From an optimization exercise on the open Yosys and OpenROAD flow, aimed at small area; shortcuts taken in it are not production practice.
Function was checked by simulation only, so behaviour that the tests miss may differ from the original.
No activity file was given, so power comes from the tool's default toggle rates.

[flow/design.v]
package rv32_pkg;
    localparam int XLEN      = 32;
    localparam int REG_COUNT = 32;
    localparam int IDX_W     = $clog2(REG_COUNT);
    typedef logic [IDX_W-1:0] reg_idx_t;
    typedef logic [XLEN-1:0]  xlen_t;
    localparam reg_idx_t REG_ZERO = '0;
endpackage
module reg_scoreboard (
    input  logic                 clk,
    input  logic                 rst_n,
    input  logic                 issue_valid_i,
    input  logic                 issue_rd_en_i,
    input  logic [rv32_pkg::IDX_W-1:0]             issue_rd_index_i,
    input  logic                 issue_rs1_used_i,
    input  logic                 issue_rs2_used_i,
    input  logic [rv32_pkg::REG_COUNT-1:0] rs1_dec_nb_i,   
    input  logic [rv32_pkg::REG_COUNT-1:0] rs2_dec_nb_i,   
    input  logic [rv32_pkg::REG_COUNT-1:0] wb_dec_i,       
    output logic                 hazard_o,
    output logic [rv32_pkg::REG_COUNT-1:0] busy_o
);
    localparam int N = rv32_pkg::REG_COUNT;
    logic [N-1:1] busy_q;
    logic         rs1_pend;
    logic         rs2_pend;
    logic         issue_ok;
    rf_or_sel #(.N(N-1)) u_pend1 (.sel(rs1_dec_nb_i[N-1:1]), .d(busy_q), .y(rs1_pend));
    rf_or_sel #(.N(N-1)) u_pend2 (.sel(rs2_dec_nb_i[N-1:1]), .d(busy_q), .y(rs2_pend));
    assign hazard_o = issue_valid_i & ((issue_rs1_used_i & rs1_pend) | (issue_rs2_used_i & rs2_pend));
    assign issue_ok = issue_valid_i & issue_rd_en_i & ~hazard_o;
    for (genvar gi = 1; gi < N; gi++) begin : g_busy
        always_ff @(posedge clk or negedge rst_n) begin
            if (!rst_n) begin
                busy_q[gi] <= 1'b0;
            end else if (issue_ok && (issue_rd_index_i == rv32_pkg::IDX_W'(gi))) begin
                busy_q[gi] <= 1'b1;
            end else if (wb_dec_i[gi]) begin
                busy_q[gi] <= 1'b0;
            end
        end
    end
    assign busy_o = {busy_q, 1'b0};
endmodule
module rf_aoi3 (
    input  logic [2:0] s,
    input  logic [2:0] d,
    output logic       y_n
);
    assign y_n = ~((s[0] & d[0]) | (s[1] & d[1]) | (s[2] & d[2]));
endmodule
module rf_aoi2 (
    input  logic [1:0] s,
    input  logic [1:0] d,
    output logic       y_n
);
    assign y_n = ~((s[0] & d[0]) | (s[1] & d[1]));
endmodule
module rf_or_sel #(
    parameter int N = 32
) (
    input  logic [N-1:0] sel,
    input  logic [N-1:0] d,
    output logic         y
);
    localparam int G = N / 3;
    localparam int R = N % 3;
    logic [G-1:0] g_n;
    for (genvar k = 0; k < G; k++) begin : g_grp
        rf_aoi3 u_aoi (.s(sel[3*k +: 3]), .d(d[3*k +: 3]), .y_n(g_n[k]));
    end
    if (R == 0) begin : g_r0
        assign y = ~&g_n;
    end else if (R == 1) begin : g_r1
        assign y = ~&g_n | (sel[N-1] & d[N-1]);
    end else begin : g_r2
        logic last_n;
        rf_aoi2 u_aoi_last (.s(sel[N-1 -: 2]), .d(d[N-1 -: 2]), .y_n(last_n));
        assign y = ~&{g_n, last_n};
    end
endmodule
module register_file_scoreboard #(
    parameter bit BYPASS_EN = 1'b1
) (
    input  logic                 clk,
    input  logic                 rst_n,
    input  logic [rv32_pkg::IDX_W-1:0]             rs1_read_index,
    output logic [rv32_pkg::XLEN-1:0]                rs1_read_data,
    input  logic [rv32_pkg::IDX_W-1:0]             rs2_read_index,
    output logic [rv32_pkg::XLEN-1:0]                rs2_read_data,
    input  logic                 rd_write_en,
    input  logic [rv32_pkg::IDX_W-1:0]             rd_write_index,
    input  logic [rv32_pkg::XLEN-1:0]                rd_write_data,
    input  logic                 issue_valid,
    input  logic                 issue_rd_en,
    input  logic [rv32_pkg::IDX_W-1:0]             issue_rd_index,
    input  logic                 issue_rs1_used,
    input  logic                 issue_rs2_used,
    output logic                 hazard,
    output logic [rv32_pkg::REG_COUNT-1:0] busy_vector
);
    localparam int N = rv32_pkg::REG_COUNT;
    localparam int W = rv32_pkg::XLEN;
    logic [W-1:0] regs_q [1:N-1];
    logic [N-1:0] valid_q;
    logic [N-1:0] wr_dec;
    for (genvar gi = 0; gi < N; gi++) begin : g_wdec
        assign wr_dec[gi] = (gi != 0) && rd_write_en && (rd_write_index == rv32_pkg::IDX_W'(gi));
    end
    always_ff @(posedge clk or negedge rst_n) begin
        if (!rst_n) begin
            valid_q <= '0;
        end else begin
            valid_q <= valid_q | wr_dec;
        end
    end
    for (genvar gi = 1; gi < N; gi++) begin : g_regs
        always_ff @(posedge clk) begin
            if (wr_dec[gi]) begin
                regs_q[gi] <= rd_write_data;
            end
        end
    end
    logic         byp1, byp2;
    logic [N-1:0] dec1_nb, dec2_nb;
    logic [N-1:0] sel1, sel2;
    assign byp1 = BYPASS_EN && rd_write_en && (rd_write_index == rs1_read_index)
                  && (rs1_read_index != rv32_pkg::REG_ZERO);
    assign byp2 = BYPASS_EN && rd_write_en && (rd_write_index == rs2_read_index)
                  && (rs2_read_index != rv32_pkg::REG_ZERO);
    for (genvar gi = 0; gi < N; gi++) begin : g_rdec
        assign dec1_nb[gi] = (gi != 0) && !byp1 && (rs1_read_index == rv32_pkg::IDX_W'(gi));
        assign dec2_nb[gi] = (gi != 0) && !byp2 && (rs2_read_index == rv32_pkg::IDX_W'(gi));
        if (gi == 0) begin : g_byp
            assign sel1[gi] = byp1;
            assign sel2[gi] = byp2;
        end else begin : g_reg
            assign sel1[gi] = dec1_nb[gi] && valid_q[gi];
            assign sel2[gi] = dec2_nb[gi] && valid_q[gi];
        end
    end
    for (genvar b = 0; b < W; b++) begin : g_rd
        logic [N-1:0] col;
        assign col[0] = rd_write_data[b];
        for (genvar gi = 1; gi < N; gi++) begin : g_col
            assign col[gi] = regs_q[gi][b];
        end
        rf_or_sel #(.N(N)) u_rd1 (.sel(sel1), .d(col), .y(rs1_read_data[b]));
        rf_or_sel #(.N(N)) u_rd2 (.sel(sel2), .d(col), .y(rs2_read_data[b]));
    end
    reg_scoreboard u_scoreboard (
        .clk              (clk),
        .rst_n            (rst_n),
        .issue_valid_i    (issue_valid),
        .issue_rd_en_i    (issue_rd_en),
        .issue_rd_index_i (issue_rd_index),
        .issue_rs1_used_i (issue_rs1_used),
        .issue_rs2_used_i (issue_rs2_used),
        .rs1_dec_nb_i     (dec1_nb),
        .rs2_dec_nb_i     (dec2_nb),
        .wb_dec_i         (wr_dec),
        .hazard_o         (hazard),
        .busy_o           (busy_vector)
    );
endmodule
[flow/run.sh]
#!/bin/bash
# synth_recipe.tcl (not shown) runs the flow's synth.tcl, then flattens the netlist and writes it again
# the make line also repeats each setting of config.mk as NAME=value (left out here)
make -C /OpenROAD-flow-scripts/flow DESIGN_CONFIG=/design/flow/config.mk WORK_HOME=/design/flow/orfs CLKGATE_MAP_FILE= SYNTH_SCRIPT=/design/flow/synth_recipe.tcl finish
[flow/config.mk]
export PLATFORM = sky130hd
export DESIGN_NAME = register_file_scoreboard
export DESIGN_NICKNAME = register_file_scoreboard
export VERILOG_FILES = /design/flow/design.v
export SDC_FILE = /design/flow/constraint.sdc
export NUM_CORES = 4
export LEC_CHECK = 0
export CAP_MARGIN = 10
export CORE_MARGIN = 2
export CORE_UTILIZATION = 40
export CTS_BUF_LIST = sky130_fd_sc_hd__clkbuf_16
export CTS_CLUSTER_DIAMETER = 80
export CTS_CLUSTER_SIZE = 20
export GPL_TIMING_DRIVEN = 1
export PLACE_DENSITY = 0.6
export SETUP_SLACK_MARGIN = 0.2
export SLEW_MARGIN = 10
export SYNTH_HIERARCHICAL = 1
[flow/constraint.sdc]
create_clock -name core_clock -period 8.0 [get_ports {clk}]
set_input_delay 1.6000 -clock core_clock [delete_from_list [all_inputs] [get_ports {clk}]]
set_output_delay 1.6000 -clock core_clock [all_outputs]
set_load 0.01 [all_outputs]
==> results_dict.tcl, run 1 <==
set metrics [dict create \
    finalWorstSetupSlack_ns 0.566 \
    wl_met2_um 74900 \
    gp_congestion 0.910 \
    synthToLayoutAreaGrowth_pct 15.1 \
    cts_setup_buffers 0 \
    syn_area_um2 42700 \
    slowest_delay_ns 0.97 \
    fill_cells 8832 \
    antenna_found_initial 6 \
    instances_no_fill 4213 \
    wl_per_cell_um 38.6 \
    numCtsBuffers 60 \
    path_buf_inv 3 \
    cts_root_buffer "clkbuf_16" \
    period_needed_ns 7.43 \
    vias 32100 \
    path_common_cell "clkdlybuf4s50_1" \
    hold_path_class "flop to flop" \
    power.density_nw_per_um2 210 \
    tightest_slew_ns 1.30 \
    initial_core_util_pct 40.4 \
    core_um2 106000 \
    cts_buffer_depth 3 \
    startpoint_type "input port" \
    whs_ns 0.502 \
    cts_sinks 1054 \
    dieWidth_um 331 \
    worstPathRequired_ns 6.40 \
    drtIter0Drc 7093 \
    post-place-cells 4133 \
    rsz0062_at_grt "false" \
    cts_tree "built" \
    die-area_um2 109000 \
    clk_pin_slew_worst_paths_ns 0.08 \
    ant_nets 0 \
    slew-limit-headroom_pct 13.3 \
    synth_nets 2536 \
    grt_pass1_vias 31500 \
    end_kind "primary output" \
    rr_startpoint "u_scoreboard.busy_q[13]" \
    min-delay-start "valid_q[8]" \
    grt_pass1_wl_um 226000 \
    pre_cts_ws_ns 0.724 \
    cts-resized-gates 0 \
    wl_met3_um 21400 \
    top_level_ports 156 \
    grt_usage_pct 28.9 \
    synth_area_per_cell_um2 17.2 \
    hold_violations 0 \
    slew_viol_final 0 \
    clock_skew_ns 0.00338 \
    max_freq_ghz 0.135 \
    status "no timing/DRC/antenna violations" \
    cp_top_family "simple AND/OR/NAND/NOR gates" \
    drt_wl_total_um 163000 \
    post-route-period-util_pct 92.9 \
    routed_via_density 7.61 \
    setup_viol 0 \
    grt_remaining_overflow 0 \
    dr.pass1.iters 14 \
    crit_type "input port to primary output" \
    ir_drop_v 0.000189 \
    tns_ns 0 \
    fin_util_pct 46.5 \
    cp-startpoint "rs2_read_index[0]" \
    hpwl_um 93700 \
    htreeDepth 2 \
    cts_hold_buffers 0 \
    clk_latency_ns 0.66 \
    worstPathArrival_ns 5.83 \
    top_layer_used "met5" \
    path_max_fanout 24 \
    grt_max_degree 63 \
    drive_gt1_share_pct 14.1 \
    crit_slowest_cell "nor3_4" \
    route.detailed.drc 0 \
    yosysWarnings 9 \
    fp.dieH_um 331 \
    drv_cap 0 \
    portBuffers 154 \
    num_rows 119 \
    syn_inst 2477 \
    layout.nets 2863 \
    wl_met1_um 57100 \
    leakage_nw 15.1 \
    crit_chain "clkdlybuf4s50_1 > nor4_4 > nor2_2 > a41o_4 > nor3_4 > buf_4 > a222oi_1 > nand4_1 > or3_1 > clkdlybuf4s50_1" \
]
-- cell usage in the layout, fill, tap and decap left out, types with 3 or more instances in the layout --
cell and n:
o32ai_1 27, and3_2 10, nor2_1 56, or2_2 17, nand3b_1 3, nor2b_1 11
dfrtp_1 62, or3_1 65, clkinv_1 3, inv_1 53, a22oi_2 64, clkbuf_16 62
and3_1 5, nand2_1 38, nor4b_2 3, nor3_2 25, clkdlybuf4s50_1 153, xnor2_1 5
nand2b_1 7, and2_1 4, nor2_4 42, xor2_1 3, nor4_2 8, nor3_1 17
a222oi_1 660, nand4_1 135, nand3_1 89, edfxtp_1 992, buf_12 4, buf_4 141
o32ai_2 4, o21ai_0 15, nor3_4 5
-- layer usage --
metal	vias up	global-route usage, %
li1	12500	-
met1	16100	36.9
met2	2868	46.6
met3	579	6.64
met4	4	14.3
met5	-	0
-- stage by stage --
step / power [W] / instance area [µm²]
final: 0.0103 / 49100
after detailed placement: 0.00727 / 47500
after CTS: 0.0103 / 49100
after global routing: 0.0106 / 49100
after floorplan: 0.00669 / 42700
after global placement: 0.00725 / 47500
-- registers in the layout (all words and copies together) (netlist names) --
signal	cells
u_scoreboard.busy_q	31
valid_q	31
regs_q	992
-- where the power goes --
| part | leakage (nW) | internal (W) | switching [W] | total (W) |
|---|---|---|---|---|
| logic | 4.68 | 0.000353 | 0.000526 | 0.000879 |
| clock network | 0.838 | 0.00139 | 0.00174 | 0.00313 |
| registers | 9.61 | 0.00614 | 0.000145 | 0.00629 |
| total | 15.1 | 0.00789 | 0.00241 | 0.0103 |
-- worst paths after layout --
kind	endpoint	slack (ns)	cells past startpoint
setup / recovery	rs2_read_data[15]	0.57	10
hold / removal	valid_q[8]	0.50	2
setup reg to reg	u_scoreboard.busy_q[22]	5.58	6
hold reg to reg	valid_q[8]	0.50	2
max in group asynchronous	valid_q[9]	6.31	2
min in group asynchronous	u_scoreboard.busy_q[11]	1.11	2
-- final cells by class --
class | instances | area [µm²] | share of cell area, %
Antenna cell | 2 | 5.00 | 0.0102
Clock buffer | 62 | 1550 | 3.16
Clock inverter | 16 | 104 | 0.211
Inverter | 46 | 173 | 0.351
Multi-Input combinational cell | 1343 | 11600 | 23.5
Sequential cell | 1054 | 31300 | 63.8
Tap cell | 1391 | 1740 | 3.54
Timing Repair Buffer | 299 | 2680 | 5.44
-- worst min-delay path, cell delays in order, from the launching register on --
cell and delay (ns):
dfrtp_1 0.33, inv_1 0.07, o21ai_0 0.07
==> run 2, diff against run 1 <==
==> flow/flow/run.sh (new file) <==
#!/bin/bash
# The standard layout, with clock tree synthesis told not to add dummy loads
# for balancing. Everything else is the standard flow (standard.sh).
set -euo pipefail
CTS="-sink_clustering_enable -repair_clock_nets -dont_use_dummy_load"
CTS="$CTS -sink_clustering_size 20 -sink_clustering_max_diameter 80"
CTS="$CTS -buf_list {sky130_fd_sc_hd__clkbuf_16}"
bash standard.sh CTS_ARGS="$CTS" finish > make_finish.log 2>&1
==> flow/standard.sh (new file) <==
#!/bin/bash
# synth_recipe.tcl (not shown) runs the flow's synth.tcl, then flattens the netlist and writes it again
# the make line also repeats each setting of config.mk as NAME=value (left out here)
make -C /OpenROAD-flow-scripts/flow DESIGN_CONFIG=/design/flow/config.mk WORK_HOME=/design/flow/orfs CLKGATE_MAP_FILE= SYNTH_SCRIPT=/design/flow/synth_recipe.tcl "${@:-finish}"
removed: flow/run.sh
==> results_dict.tcl, run 2 <==
set metrics [dict create \
    path_common_cell "clkdlybuf4s50_1" \
    syn_area_um2 42700 \
    hold_end "valid_q[8]" \
    dr.pass1.iters 14 \
    cts-resized-gates 0 \
    drv_cap 0 \
    cp_top_family "simple AND/OR/NAND/NOR gates" \
    slowest_delay_ns 0.98 \
    leakage_nw 15.0 \
    ant_nets 0 \
    tightest_slew_ns 1.27 \
    portBuffers 154 \
    rsz0062_at_grt "false" \
    post-route-period-util_pct 93.0 \
    end_kind "primary output" \
    syn_inst 2477 \
    slew_viol_final 0 \
    synthToLayoutAreaGrowth_pct 14.8 \
    period_needed_ns 7.44 \
    synth_nets 2536 \
    hold_path_class "flop to flop" \
    worstPathArrival_ns 5.84 \
    clock_skew_ns 0.0128 \
    grt_max_degree 63 \
    power.density_nw_per_um2 208 \
    tns_ns 0 \
    dieWidth_um 331 \
    path_buf_inv 3 \
    route.detailed.drc 0 \
    final_cell_mix "992 x edfxtp_1, 660 x a222oi_1, 153 x clkdlybuf4s50_1" \
    drive_gt1_share_pct 13.9 \
    layout.nets 2863 \
    r2r_cells 6 \
    antenna_found_initial 6 \
    drt_wl_total_um 163000 \
    largest_reg_flops 992 \
    cts_setup_buffers 0 \
    largest_registers "regs_q (992), u_scoreboard.busy_q (31), valid_q (31)" \
    reg2reg_slack_ns 5.57 \
    mostFrequentLayoutCell "edfxtp_1" \
    startpoint_type "input port" \
    die-area_um2 109000 \
    cts_hold_buffers 0 \
    cts_sinks 1054 \
    largest-register "regs_q" \
    crit_chain "clkdlybuf4s50_1 > nor4_4 > nor2_2 > a41o_4 > nor3_4 > buf_4 > a222oi_1 > nand4_1 > or3_1 > clkdlybuf4s50_1" \
    vias 32000 \
    rr_startpoint "u_scoreboard.busy_q[13]" \
    gp_congestion 0.910 \
    grt_pass1_vias 31500 \
    hpwl_um 93700 \
    clk_latency_ns 0.63 \
    ir_drop_v 0.000177 \
    numCtsBuffers 60 \
    wl_per_cell_um 38.8 \
    path_max_fanout 24 \
    crit_type "input port to primary output" \
    fill_cells 8845 \
    cts_buffer_depth 3 \
    core_um2 106000 \
    drtIter0Drc 7185 \
    crit_slowest_cell "nor3_4" \
    cts_root_buffer "clkbuf_16" \
    top_level_ports 156 \
    num_rows 119 \
    fp.dieH_um 331 \
    grt_usage_pct 28.9 \
    clk_pin_slew_worst_paths_ns 0.06 \
    routed_via_density 7.63 \
    synth_area_per_cell_um2 17.2 \
    r2r_end "u_scoreboard.busy_q[22]" \
    initial_core_util_pct 40.4 \
    min-delay-start "valid_q[8]" \
    status "no timing/DRC/antenna violations" \
    hold_violations 0 \
    worstPathRequired_ns 6.40 \
    grt_pass1_wl_um 226000 \
    cts_tree "built" \
    grt_remaining_overflow 0 \
    slew-limit-headroom_pct 15.4 \
    max_freq_ghz 0.134 \
    setup_viol 0 \
    instances_no_fill 4194 \
    htreeDepth 2 \
    min_path_cells 2 \
    post-place-cells 4133 \
    yosysWarnings 9 \
]
-- run 2: worst max path at each step --
| stage | from | endpoint | slack (ns) | cells past startpoint |
|---|---|---|---|---|
| final | rs2_read_index[0] | rs2_read_data[15] | 0.56 | 10 |
| after global routing | rs2_read_index[0] | rs2_read_data[18] | 0.51 | 9 |
| after CTS | rs2_read_index[0] | rs2_read_data[15] | 0.72 | 10 |
| after detailed placement | rs2_read_index[0] | rs2_read_data[15] | 0.72 | 10 |
| after global placement | rs1_read_index[3] | rs1_read_data[28] | 0.85 | 11 |
| after floorplan | rs1_read_index[0] | rs1_read_data[0] | 0.92 | 9 |
-- run 2: per-layer routing --
| metal | GRT usage (%) | routed length (µm) | vias up |
|---|---|---|---|
| met3 | 6.65 | 22100 | 604 |
| met4 | 14.5 | 9390 | 6 |
| met1 | 36.8 | 56300 | 16000 |
| li1 | - | - | 12500 |
| met2 | 46.4 | 74800 | 2865 |
| met5 | 0 | 34 | - |
-- run 2: power by group --
group | total (W) | leakage, nW | switching [W] | internal [W]
combinational | 0.000878 | 4.68 | 0.000525 | 0.000353
clock | 0.00300 | 0.739 | 0.00168 | 0.00132
sequential | 0.00629 | 9.61 | 0.000146 | 0.00615
total | 0.0102 | 15.0 | 0.00235 | 0.00782
-- run 2: per-stage QoR --
| step | total power, W | cell area [µm²] | hold slack (ns) | setup WS, ns | util [%] |
|---|---|---|---|---|---|
| after global placement | 0.00725 | 47500 | 0.470 | 0.846 | 45.0 |
| after global routing | 0.0104 | 49000 | 0.514 | 0.513 | 46.4 |
| final | 0.0102 | 49000 | 0.499 | 0.560 | 46.4 |
| after CTS | 0.0102 | 49000 | 0.498 | 0.719 | 46.4 |
| after floorplan | 0.00669 | 42700 | 0.440 | 0.925 | - |
| after detailed placement | 0.00727 | 47500 | 0.478 | 0.724 | 45.0 |
-- run 2: final cells by class --
| cell class | instances | area (µm²) | area share (%) |
|---|---|---|---|
| diodes | 1 | 2.50 | 0.00511 |
| clock buffers | 60 | 1500 | 3.07 |
| inverters | 46 | 173 | 0.353 |
| multi-input cells | 1343 | 11600 | 23.6 |
| flip-flops and latches | 1054 | 31300 | 64.0 |
| well taps | 1391 | 1740 | 3.55 |
| repair buffers | 299 | 2680 | 5.46 |
-- run 2: tightest hold or removal path, delay by kind of cell, from the launching register on --
kind | cells | cell delay (ns)
DFF | 1 | 0.32
AOI/OAI and AO/OA | 1 | 0.07
buffers and inverters | 1 | 0.07
==> run 3, diff against run 2 <==
==> flow/flow/run.sh (replaced) <==
#!/bin/bash
# The standard layout (the standard.sh) with two changes in how it is made:
# clock tree synthesis adds no dummy loads for balancing, and the buffer that
# buffer_ports puts on every input and output port is a plain buf_1 rather
# than the delay buffer it picks by default.
set -euo pipefail
CTS="-sink_clustering_enable -repair_clock_nets -dont_use_dummy_load"
CTS="$CTS -sink_clustering_size 20 -sink_clustering_max_diameter 80"
CTS="$CTS -buf_list {sky130_fd_sc_hd__clkbuf_16}"
bash standard.sh CTS_ARGS="$CTS" BUFFER_PORTS_ARGS="-buffer_cell sky130_fd_sc_hd__buf_1" finish > make_finish.log 2>&1
--- a/flow/config.mk
+++ b/flow/config.mk
@@ -7,12 +7,12 @@
 export LEC_CHECK = 0
 export CAP_MARGIN = 10
 export CORE_MARGIN = 2
-export CORE_UTILIZATION = 40
+export CORE_UTILIZATION = 55
 export CTS_BUF_LIST = sky130_fd_sc_hd__clkbuf_16
 export CTS_CLUSTER_DIAMETER = 80
 export CTS_CLUSTER_SIZE = 20
 export GPL_TIMING_DRIVEN = 1
-export PLACE_DENSITY = 0.6
+export PLACE_DENSITY = 0.72
 export SETUP_SLACK_MARGIN = 0.2
 export SLEW_MARGIN = 10
 export SYNTH_HIERARCHICAL = 1
==> results_dict.tcl, run 3 <==
set metrics [dict create \
    rsz0062_at_grt "false" \
    final_cell_mix "992 x edfxtp_1, 660 x a222oi_1, 145 x buf_1" \
    wl_per_cell_um 43.9 \
    grt_usage_pct 41.5 \
    gp_congestion 0.972 \
    check.faults "capacitance limit, slew limit" \
    drtIter0Drc 9474 \
    power_w 0.0100 \
    end_kind "primary output" \
    setup_viol 0 \
    leakage_nw 14.7 \
    finalWorstSetupSlack_ns 0.934 \
    r2r_cells 6 \
    hold_path_class "flop to flop" \
    cts_sinks 1054 \
    grt_remaining_overflow 0 \
    cts_hold_buffers 0 \
    htreeDepth 2 \
    cts-resized-gates 0 \
    seq_area_um2 31300 \
    largest_reg_flops 992 \
    portBuffers 154 \
    cts_buffer_depth 3 \
    synthToLayoutAreaGrowth_pct 11.4 \
    synth_nets 2536 \
    initial_core_util_pct 55.4 \
    rr_startpoint "u_scoreboard.busy_q[13]" \
    pre_cts_ws_ns 1.21 \
    endpoint "rs1_read_data[24]" \
    dr.pass1.iters 14 \
    largest_registers "regs_q (992), u_scoreboard.busy_q (31), valid_q (31)" \
    cts_setup_buffers 0 \
    route.detailed.drc 0 \
    antenna_found_initial 8 \
    path_max_fanout 36 \
    clk_latency_ns 0.63 \
    hold_violations 0 \
    slowest_delay_ns 1.09 \
    layout.nets 2862 \
    numCtsBuffers 59 \
    vias 33600 \
    drive_gt1_share_pct 14.2 \
    max_freq_ghz 0.142 \
    dieWidth_um 283 \
    ant_nets 0 \
    post-route-period-util_pct 88.3 \
    cts_tree "built" \
    routed_via_density 8.74 \
    worstPathArrival_ns 5.47 \
    cts_root_buffer "clkbuf_16" \
    crit_type "input port to primary output" \
    crit_slowest_cell "nor3_2" \
    fill_cells 5606 \
    multiInputGateArea_um2 11600 \
    syn_area_um2 42700 \
    worstPathRequired_ns 6.40 \
    startpoint_type "input port" \
    slew-limit-headroom_pct -1.50 \
    clock_skew_ns 0.0105 \
    slew_viol_final 33 \
    r2r_end "u_scoreboard.busy_q[16]" \
    syn_inst 2477 \
    hpwl_um 96300 \
    cp-startpoint "rs1_read_index[4]" \
    power.density_nw_per_um2 211 \
    post-place-cells 3782 \
    ir_drop_v 0.000189 \
    drt_wl_total_um 169000 \
    synth_area_per_cell_um2 17.2 \
    top_level_ports 156 \
    grt_max_degree 63 \
    grt_pass1_vias 33000 \
    yosysWarnings 9 \
    grt_pass1_wl_um 232000 \
    core_um2 77100 \
    die-area_um2 79900 \
    clk_pin_slew_worst_paths_ns 0.08 \
    status "finished with violations" \
    drv_cap 1 \
    tightest_slew_ns 1.52 \
    num_rows 102 \
    period_needed_ns 7.07 \
    instances_no_fill 3843 \
    reg2reg_slack_ns 5.49 \
    crit_chain "clkbuf_2 > o21ai_1 > nor3_2 > buf_4 > a222oi_1 > nand4_1 > or3_1 > buf_1" \
    mostFrequentLayoutCell "edfxtp_1" \
    fp.dieH_um 283 \
    largest-register "regs_q" \
    tns_ns 0 \
]
run 3: how the worst min path moves through the flow:
stage	startpoint	end	slack (ns)	cells past startpoint
final	valid_q[21]	valid_q[21]	0.49	1
after global routing	valid_q[21]	valid_q[21]	0.50	1
after detailed placement	valid_q[21]	valid_q[21]	0.47	1
after CTS	valid_q[21]	valid_q[21]	0.49	1
after floorplan	valid_q[10]	valid_q[10]	0.44	2
after global placement	valid_q[3]	valid_q[3]	0.47	1
run 3: through the flow:
step | cell area, µm² | utilization (%) | hold WS (ns)
CTS | 47500 | 61.7 | 0.489
detailed placement | 46100 | 59.8 | 0.472
global placement | 46100 | 59.7 | 0.471
finish | 47600 | 61.7 | 0.492
global route | 47600 | 61.7 | 0.503
floorplan | 42700 | - | 0.440
run 3: worst max-delay path: cells and delay by family:
| family | cells | cell delay (ns) |
|---|---|---|
| AOI/OAI and AO/OA | 2 | 0.79 |
| buffers and inverters | 3 | 1.49 |
| and+or+nand+nor | 3 | 1.55 |
run 3: layout make-up:
| cell class | count | area share (%) |
|---|---|---|
| tap | 1040 | 2.74 |
| timing repair buffer | 299 | 3.61 |
| multi-input combinational | 1343 | 24.3 |
| sequential | 1054 | 65.9 |
| antenna | 2 | 0.0105 |
| inverter | 46 | 0.363 |
| clock buffer | 59 | 3.10 |
run 3: layer usage:
metal | vias to the layer above | routed length [µm] | global-route usage [%]
met5 | - | 246 | 1.89
met4 | 18 | 12900 | 25.4
met1 | 16100 | 51600 | 51.5
met2 | 3995 | 69700 | 58.6
li1 | 12500 | - | -
met3 | 957 | 34400 | 19.9
run 3: power by group:
part | total, W | switching [W] | internal [W]
registers | 0.00629 | 0.000140 | 0.00615
clock network | 0.00298 | 0.00168 | 0.00130
logic | 0.000770 | 0.000545 | 0.000226
==> run 4, diff against run 3 <==
--- a/flow/design.v
+++ b/flow/design.v
@@ -56,6 +56,29 @@
 );
     assign y_n = ~((s[0] & d[0]) | (s[1] & d[1]));
 endmodule
+module rf_dec5 (
+    input  logic        en,
+    input  logic [4:0]  idx,
+    output logic [31:1] y
+);
+    for (genvar gi = 1; gi < 32; gi++) begin : g_y
+        assign y[gi] = en && (idx == 5'(gi));
+    end
+endmodule
+module rf_nand4 (
+    input  logic [3:0] a,
+    output logic       y
+);
+    assign y = ~&a;
+endmodule
+module rf_tail (
+    input  logic [1:0] g_n,
+    input  logic [1:0] s,
+    input  logic [1:0] d,
+    output logic       y
+);
+    assign y = (s[0] & d[0]) | (s[1] & d[1]) | ~(g_n[0] & g_n[1]);
+endmodule
 module rf_or_sel #(
     parameter int N = 32
 ) (
@@ -73,6 +96,12 @@
         assign y = ~&g_n;
     end else if (R == 1) begin : g_r1
         assign y = ~&g_n | (sel[N-1] & d[N-1]);
+    end else if (G == 10) begin : g_r2_32
+        logic [2:0] part;
+        rf_nand4 u_n0 (.a(g_n[3:0]), .y(part[0]));
+        rf_nand4 u_n1 (.a(g_n[7:4]), .y(part[1]));
+        rf_tail  u_tl (.g_n(g_n[9:8]), .s(sel[N-1 -: 2]), .d(d[N-1 -: 2]), .y(part[2]));
+        assign y = |part;
     end else begin : g_r2
         logic last_n;
         rf_aoi2 u_aoi_last (.s(sel[N-1 -: 2]), .d(d[N-1 -: 2]), .y_n(last_n));
@@ -104,9 +133,8 @@
     logic [W-1:0] regs_q [1:N-1];
     logic [N-1:0] valid_q;
     logic [N-1:0] wr_dec;
-    for (genvar gi = 0; gi < N; gi++) begin : g_wdec
-        assign wr_dec[gi] = (gi != 0) && rd_write_en && (rd_write_index == rv32_pkg::IDX_W'(gi));
-    end
+    assign wr_dec[0] = 1'b0;
+    rf_dec5 u_wdec (.en(rd_write_en), .idx(rd_write_index), .y(wr_dec[N-1:1]));
     always_ff @(posedge clk or negedge rst_n) begin
         if (!rst_n) begin
             valid_q <= '0;
@@ -128,9 +156,11 @@
                   && (rs1_read_index != rv32_pkg::REG_ZERO);
     assign byp2 = BYPASS_EN && rd_write_en && (rd_write_index == rs2_read_index)
                   && (rs2_read_index != rv32_pkg::REG_ZERO);
+    assign dec1_nb[0] = 1'b0;
+    assign dec2_nb[0] = 1'b0;
+    rf_dec5 u_rdec1 (.en(!byp1), .idx(rs1_read_index), .y(dec1_nb[N-1:1]));
+    rf_dec5 u_rdec2 (.en(!byp2), .idx(rs2_read_index), .y(dec2_nb[N-1:1]));
     for (genvar gi = 0; gi < N; gi++) begin : g_rdec
-        assign dec1_nb[gi] = (gi != 0) && !byp1 && (rs1_read_index == rv32_pkg::IDX_W'(gi));
-        assign dec2_nb[gi] = (gi != 0) && !byp2 && (rs2_read_index == rv32_pkg::IDX_W'(gi));
         if (gi == 0) begin : g_byp
             assign sel1[gi] = byp1;
             assign sel2[gi] = byp2;
==> flow/config.mk (replaced) <==
export PLATFORM = sky130hd
export DESIGN_NAME = register_file_scoreboard
export DESIGN_NICKNAME = register_file_scoreboard
export VERILOG_FILES = /design/flow/design.v
export SDC_FILE = /design/flow/constraint.sdc
export NUM_CORES = 4
export LEC_CHECK = 0
export CAP_MARGIN = 20
export CORE_MARGIN = 2
export CORE_UTILIZATION = 40
export CTS_BUF_LIST = sky130_fd_sc_hd__clkbuf_16
export CTS_CLUSTER_DIAMETER = 80
export CTS_CLUSTER_SIZE = 20
export GPL_TIMING_DRIVEN = 1
export PLACE_DENSITY = 0.6
export SETUP_SLACK_MARGIN = 0.2
export SLEW_MARGIN = 20
export SYNTH_HIERARCHICAL = 1
==> results_dict.tcl, run 4 <==
set metrics [dict create \
    wl_met1_um 54900 \
    seq_area_um2 31300 \
    syn_area_um2 42100 \
    cts_buffer_depth 3 \
    num_rows 118 \
    grt_remaining_overflow 0 \
    slew-limit-headroom_pct 8.95 \
    hpwl_um 94300 \
    numCtsBuffers 61 \
    max_freq_ghz 0.139 \
    cts_root_buffer "clkbuf_16" \
    cts_sinks 1054 \
    rsz0062_at_grt "false" \
    top_layer_used "met5" \
    initial_core_util_pct 40.5 \
    path_max_fanout 17 \
    power.density_nw_per_um2 216 \
    cts_setup_buffers 0 \
    core_um2 104000 \
    portBuffers 154 \
    clk_latency_ns 0.66 \
    wl_met3_um 25300 \
    grt_pass1_wl_um 228000 \
    worstPathArrival_ns 5.62 \
    fill_cells 8960 \
    drv_cap 0 \
    status "no timing/DRC/antenna violations" \
    drtIter0Drc 8341 \
    clock_skew_ns 0.0268 \
    drive_gt1_share_pct 11.3 \
    slew_viol_final 0 \
    fp.dieH_um 328 \
    period_needed_ns 7.22 \
    rr_startpoint "u_scoreboard.busy_q[1]" \
    ir_drop_v 0.000186 \
    setup_viol 0 \
    multiInputGateArea_um2 10900 \
    grt_max_degree 63 \
    largest-register "regs_q" \
    dieWidth_um 328 \
    grt_usage_pct 29.7 \
    syn_inst 2442 \
    cts-resized-gates 0 \
    post-route-period-util_pct 90.2 \
    startpoint_type "input port" \
    vias 31700 \
    drt_wl_total_um 166000 \
    synthToLayoutAreaGrowth_pct 11.9 \
    instances_no_fill 4141 \
    synth_nets 2501 \
    power_w 0.0102 \
    wl_met2_um 74300 \
    post-place-cells 4077 \
    tns_ns 0 \
    worstPathRequired_ns 6.40 \
    antenna_found_initial 9 \
    route.detailed.drc 0 \
    layout.nets 2820 \
    yosysWarnings 9 \
    routed_via_density 7.65 \
    end_kind "primary output" \
    die-area_um2 108000 \
    mostFrequentLayoutCell "edfxtp_1" \
    cts_hold_buffers 0 \
    hold_violations 0 \
    crit_type "input port to primary output" \
    synth_area_per_cell_um2 17.2 \
    top_level_ports 156 \
    leakage_nw 14.4 \
    dr.pass1.iters 15 \
    largest_registers "regs_q (992), u_scoreboard.busy_q (31), valid_q (31)" \
    cts_tree "built" \
    cp-startpoint "rs1_read_index[3]" \
    final_cell_mix "992 x edfxtp_1, 660 x a222oi_1, 201 x nand4_1" \
    min-delay-start "valid_q[10]" \
    htreeDepth 2 \
    ant_nets 0 \
    grt_pass1_vias 31300 \
    tightest_slew_ns 1.37 \
    gp_congestion 0.917 \
    wl_per_cell_um 40.0 \
    hold_path_class "flop to flop" \
    clk_pin_slew_worst_paths_ns 0.07 \
    largest_reg_flops 992 \
]
run 4: final cells by class:
type                    count  area share (%)
inverters                  31           0.247
repair buffers            270            3.14
diodes                      2          0.0106
well taps                1380            3.67
multi-input cells        1343            23.1
flip-flops and latches   1054            66.6
clock buffers              61            3.24
run 4: worst paths after layout:
check                                           to  slack [ns]  cells after the start
min reg2reg                            valid_q[10]        0.48                      1
max reg2reg                u_scoreboard.busy_q[14]        5.49                      6
min in group asynchronous  u_scoreboard.busy_q[22]        1.11                      2
max in group asynchronous   u_scoreboard.busy_q[7]        6.26                      2
max                              rs1_read_data[25]        0.78                     12
min                                    valid_q[10]        0.48                      1
run 4: power breakdown:
| part | internal [W] | leakage [nW] | switching (W) |
|---|---|---|---|
| combinational | 0.000242 | 3.97 | 0.000560 |
| sequential | 0.00616 | 9.65 | 0.000133 |
| clock | 0.00134 | 0.752 | 0.00173 |
| total | 0.00775 | 14.4 | 0.00242 |
run 4: critical path: stages:
cell and delay [ns]:
buf_1 0.36, or4_4 0.21, a21oi_2 0.05, or4_1 0.67, nand4b_1 0.26, nor2_1 0.09
and2_1 0.56, buf_4 0.44, a222oi_1 0.41, nand4_1 0.34, or3_1 0.47, buf_1 0.14
run 4: through the flow:
step / setup WS [ns] / util (%) / hold slack (ns) / area (µm²)
floorplan: 1.59 / - / 0.443 / 42100
global placement: 1.04 / 43.8 / 0.457 / 45500
detailed placement: 0.968 / 43.8 / 0.458 / 45500
CTS: 0.972 / 45.2 / 0.478 / 47000
global route: 0.759 / 45.3 / 0.495 / 47100
finish: 0.783 / 45.3 / 0.482 / 47100
run 4: layer usage:
metal  GRT usage, %  up-vias
met5          0.399        -
met4           17.5        8
met3           8.89      661
met2           46.0     2995
met1           37.1    15800
li1               -    12300
==> run 5, diff against run 4 <==
--- a/flow/flow/run.sh
+++ b/flow/flow/run.sh
@@ -5,6 +5,6 @@
 # than the delay buffer it picks by default.
 set -euo pipefail
 CTS="-sink_clustering_enable -repair_clock_nets -dont_use_dummy_load"
-CTS="$CTS -sink_clustering_size 20 -sink_clustering_max_diameter 80"
+CTS="$CTS -sink_clustering_size 25 -sink_clustering_max_diameter 90"
 CTS="$CTS -buf_list {sky130_fd_sc_hd__clkbuf_16}"
 bash standard.sh CTS_ARGS="$CTS" BUFFER_PORTS_ARGS="-buffer_cell sky130_fd_sc_hd__buf_1" finish > make_finish.log 2>&1
--- a/flow/config.mk
+++ b/flow/config.mk
@@ -9,8 +9,8 @@
 export CORE_MARGIN = 2
 export CORE_UTILIZATION = 40
 export CTS_BUF_LIST = sky130_fd_sc_hd__clkbuf_16
-export CTS_CLUSTER_DIAMETER = 80
-export CTS_CLUSTER_SIZE = 20
+export CTS_CLUSTER_DIAMETER = 90
+export CTS_CLUSTER_SIZE = 25
 export GPL_TIMING_DRIVEN = 1
 export PLACE_DENSITY = 0.6
 export SETUP_SLACK_MARGIN = 0.2
==> results_dict.tcl, run 5 <==
set metrics [dict create \
    hold_violations 0 \
    p_seq_share_pct 63.7 \
    place_area_um2 45500 \
    drt_wl_total_um 165000 \
    status "no timing/DRC/antenna violations" \
    cts_setup_buffers 0 \
    dieWidth_um 328 \
    cts_buffer_depth 3 \
    path_max_fanout 17 \
    core_um2 104000 \
    layout.nets 2810 \
    end_kind "primary output" \
    vias 31600 \
    comb_power_share_pct 8.1 \
    p_clk_share_pct 28.2 \
    initial_core_util_pct 40.5 \
    finalWorstSetupSlack_ns 0.732 \
    synth_nets 2501 \
    ir_drop_v 0.000144 \
    grt_pass1_vias 31000 \
    syn_inst 2442 \
    worstPathRequired_ns 6.40 \
    leakage_nw 14.3 \
    grt_usage_pct 29.7 \
    hold_path_class "flop to flop" \
    clk_latency_ns 0.63 \
    startpoint_type "input port" \
    grt_remaining_overflow 0 \
    antenna_found_initial 6 \
    yosysWarnings 9 \
    rsz0062_at_grt "false" \
    routed_via_density 7.65 \
    cts_sinks 1054 \
    period_needed_ns 7.27 \
    gp_congestion 0.917 \
    clock_skew_ns 0.0289 \
    portBuffers 154 \
    drtIter0Drc 8151 \
    clk_pin_slew_worst_paths_ns 0.06 \
    htreeDepth 2 \
    post-route-period-util_pct 90.9 \
    p_int_w 0.00752 \
    p_sw_share_pct 23.9 \
    grt_pass1_wl_um 227000 \
    power_w 0.00989 \
    ant_nets 0 \
    power_switching_w 0.00237 \
    slew-limit-headroom_pct 11.5 \
    largest_reg_flops 992 \
    dr.pass1.iters 16 \
    tightest_slew_ns 1.33 \
    drv_cap 0 \
    pre_cts_ws_ns 0.968 \
    syn_area_um2 42100 \
    wl_per_cell_um 40.0 \
    cts-resized-gates 0 \
    cts_tree "built" \
    crit_type "input port to primary output" \
    fp.dieH_um 328 \
    tns_ns 0 \
    largest_registers "regs_q (992), u_scoreboard.busy_q (31), valid_q (31)" \
    synthToLayoutAreaGrowth_pct 11.2 \
    final_cell_mix "992 x edfxtp_1, 660 x a222oi_1, 201 x nand4_1" \
    fin_util_pct 45.0 \
    drive_gt1_share_pct 10.9 \
    largest-register "regs_q" \
    route.detailed.drc 0 \
    num_rows 118 \
    top_level_ports 156 \
    power.density_nw_per_um2 211 \
    worstPathArrival_ns 5.67 \
    synth_area_per_cell_um2 17.2 \
    numCtsBuffers 50 \
    hpwl_um 94300 \
    die-area_um2 108000 \
    max_freq_ghz 0.138 \
    fin_area_um2 46800 \
    cts_hold_buffers 0 \
    mostFrequentLayoutCell "edfxtp_1" \
    setup_viol 0 \
    slew_viol_final 0 \
    grt_max_degree 63 \
    cts_root_buffer "clkbuf_16" \
]
==> run 5: through the flow <==
stage,hold slack (ns),std cells
2_1_floorplan,0.443,2442
3_3_place_gp,0.457,4077
3_5_place_dp,0.458,4077
4_1_cts,0.481,4127
5_1_grt,0.497,4129
6_report,0.482,4130
==> run 5: path summary, 6_finish.rpt <==
| check | startpoint | end | slack [ns] | cells after the start |
|---|---|---|---|---|
| max in group asynchronous | rst_n | valid_q[1] | 6.23 | 2 |
| min reg2reg | valid_q[1] | valid_q[1] | 0.48 | 1 |
| min in group asynchronous | rst_n | u_scoreboard.busy_q[22] | 1.17 | 2 |
| max reg2reg | u_scoreboard.busy_q[10] | u_scoreboard.busy_q[14] | 5.42 | 6 |
| min | valid_q[1] | valid_q[1] | 0.48 | 1 |
| max | rs2_read_index[2] | rs2_read_data[25] | 0.73 | 12 |
==> run 5: worst max-delay path: stages <==
cell and delay [ns]:
buf_1 0.37, xor2_1 0.12, nor3_1 0.29, nand4_1 0.38, nand4b_1 0.36, nor2_1 0.09, and2_1 0.56, buf_4 0.44
a222oi_1 0.40, nand4_1 0.38, or3_1 0.49, buf_1 0.15
==> run 5: layout make-up <==
type                            count  area, µm²
Fill cell                        8981      57100
Clock buffer                       50       1250
Inverter                           31        116
Antenna cell                        1       2.50
Timing Repair Buffer              271       1500
Multi-Input combinational cell   1343      10900
Sequential cell                  1054      31300
Tap cell                         1380       1730
==> run 5: metal layers <==
layer	part of all wire, %	GRT usage (%)
met1	33	37.2
met2	45	45.6
met3	16	8.78
met4	6.3	17.4
met5	0.016	0
==> run 5: power groups by stage <==
| stage | combinational [W] | sequential [W] | clock [W] |
|---|---|---|---|
| 2_1_floorplan | 0.000340 | 0.00637 | 0 |
| 3_3_place_gp | 0.000766 | 0.00640 | 0 |
| 4_1_cts | 0.000784 | 0.00629 | 0.00280 |
| 5_1_grt | 0.000837 | 0.00630 | 0.00298 |
| 6_report | 0.000801 | 0.00630 | 0.00279 |
| 3_5_place_dp | 0.000782 | 0.00641 | 0 |

-- port drivers added, routing unchanged --
How much do the figures lean on ideal ports? The routed layouts below were timed once more, with nothing changed but the port constraints.
Step 1 (the two cells are an assumption about what drives the block):
set clk [get_ports {clk}]
set_driving_cell -lib_cell sky130_fd_sc_hd__clkbuf_16 $clk
set_driving_cell -lib_cell sky130_fd_sc_hd__buf_2 [delete_from_list [all_inputs] $clk]
Step 2 moves the port delays by t, midway between the first and last clock arrival at a register: inputs arrive t later, outputs are due t later. That takes back most of the time a late clock gives input paths.
Three values: no drivers, after step 1, after step 2; two values: the first two.
run	t, ns	slack for setup (ns)	worst hold slack (ns)	latest minus earliest clock arrival (ns)	pins driven straight from the clock port
run 1	0.722	0.566 / 0.535 / 0.535	0.502 / 0.502 / 0.502	0.022 / 0.022	1
run 2	0.708	0.560 / 0.527 / 0.527	0.499 / 0.499 / 0.499	0.045 / 0.045	1
run 3	0.721	0.934 / 0.909 / 0.909	0.492 / 0.492 / 0.492	0.100 / 0.100	1
run 4	0.728	0.783 / 0.756 / 0.756	0.482 / 0.482 / 0.482	0.072 / 0.072	1
run 5	0.711	0.732 / 0.695 / 0.695	0.482 / 0.482 / 0.482	0.080 / 0.080	1
The setup slack of run 5, which loses most, moves by -0.037 ns with the drivers and by -0.037 ns with both steps.
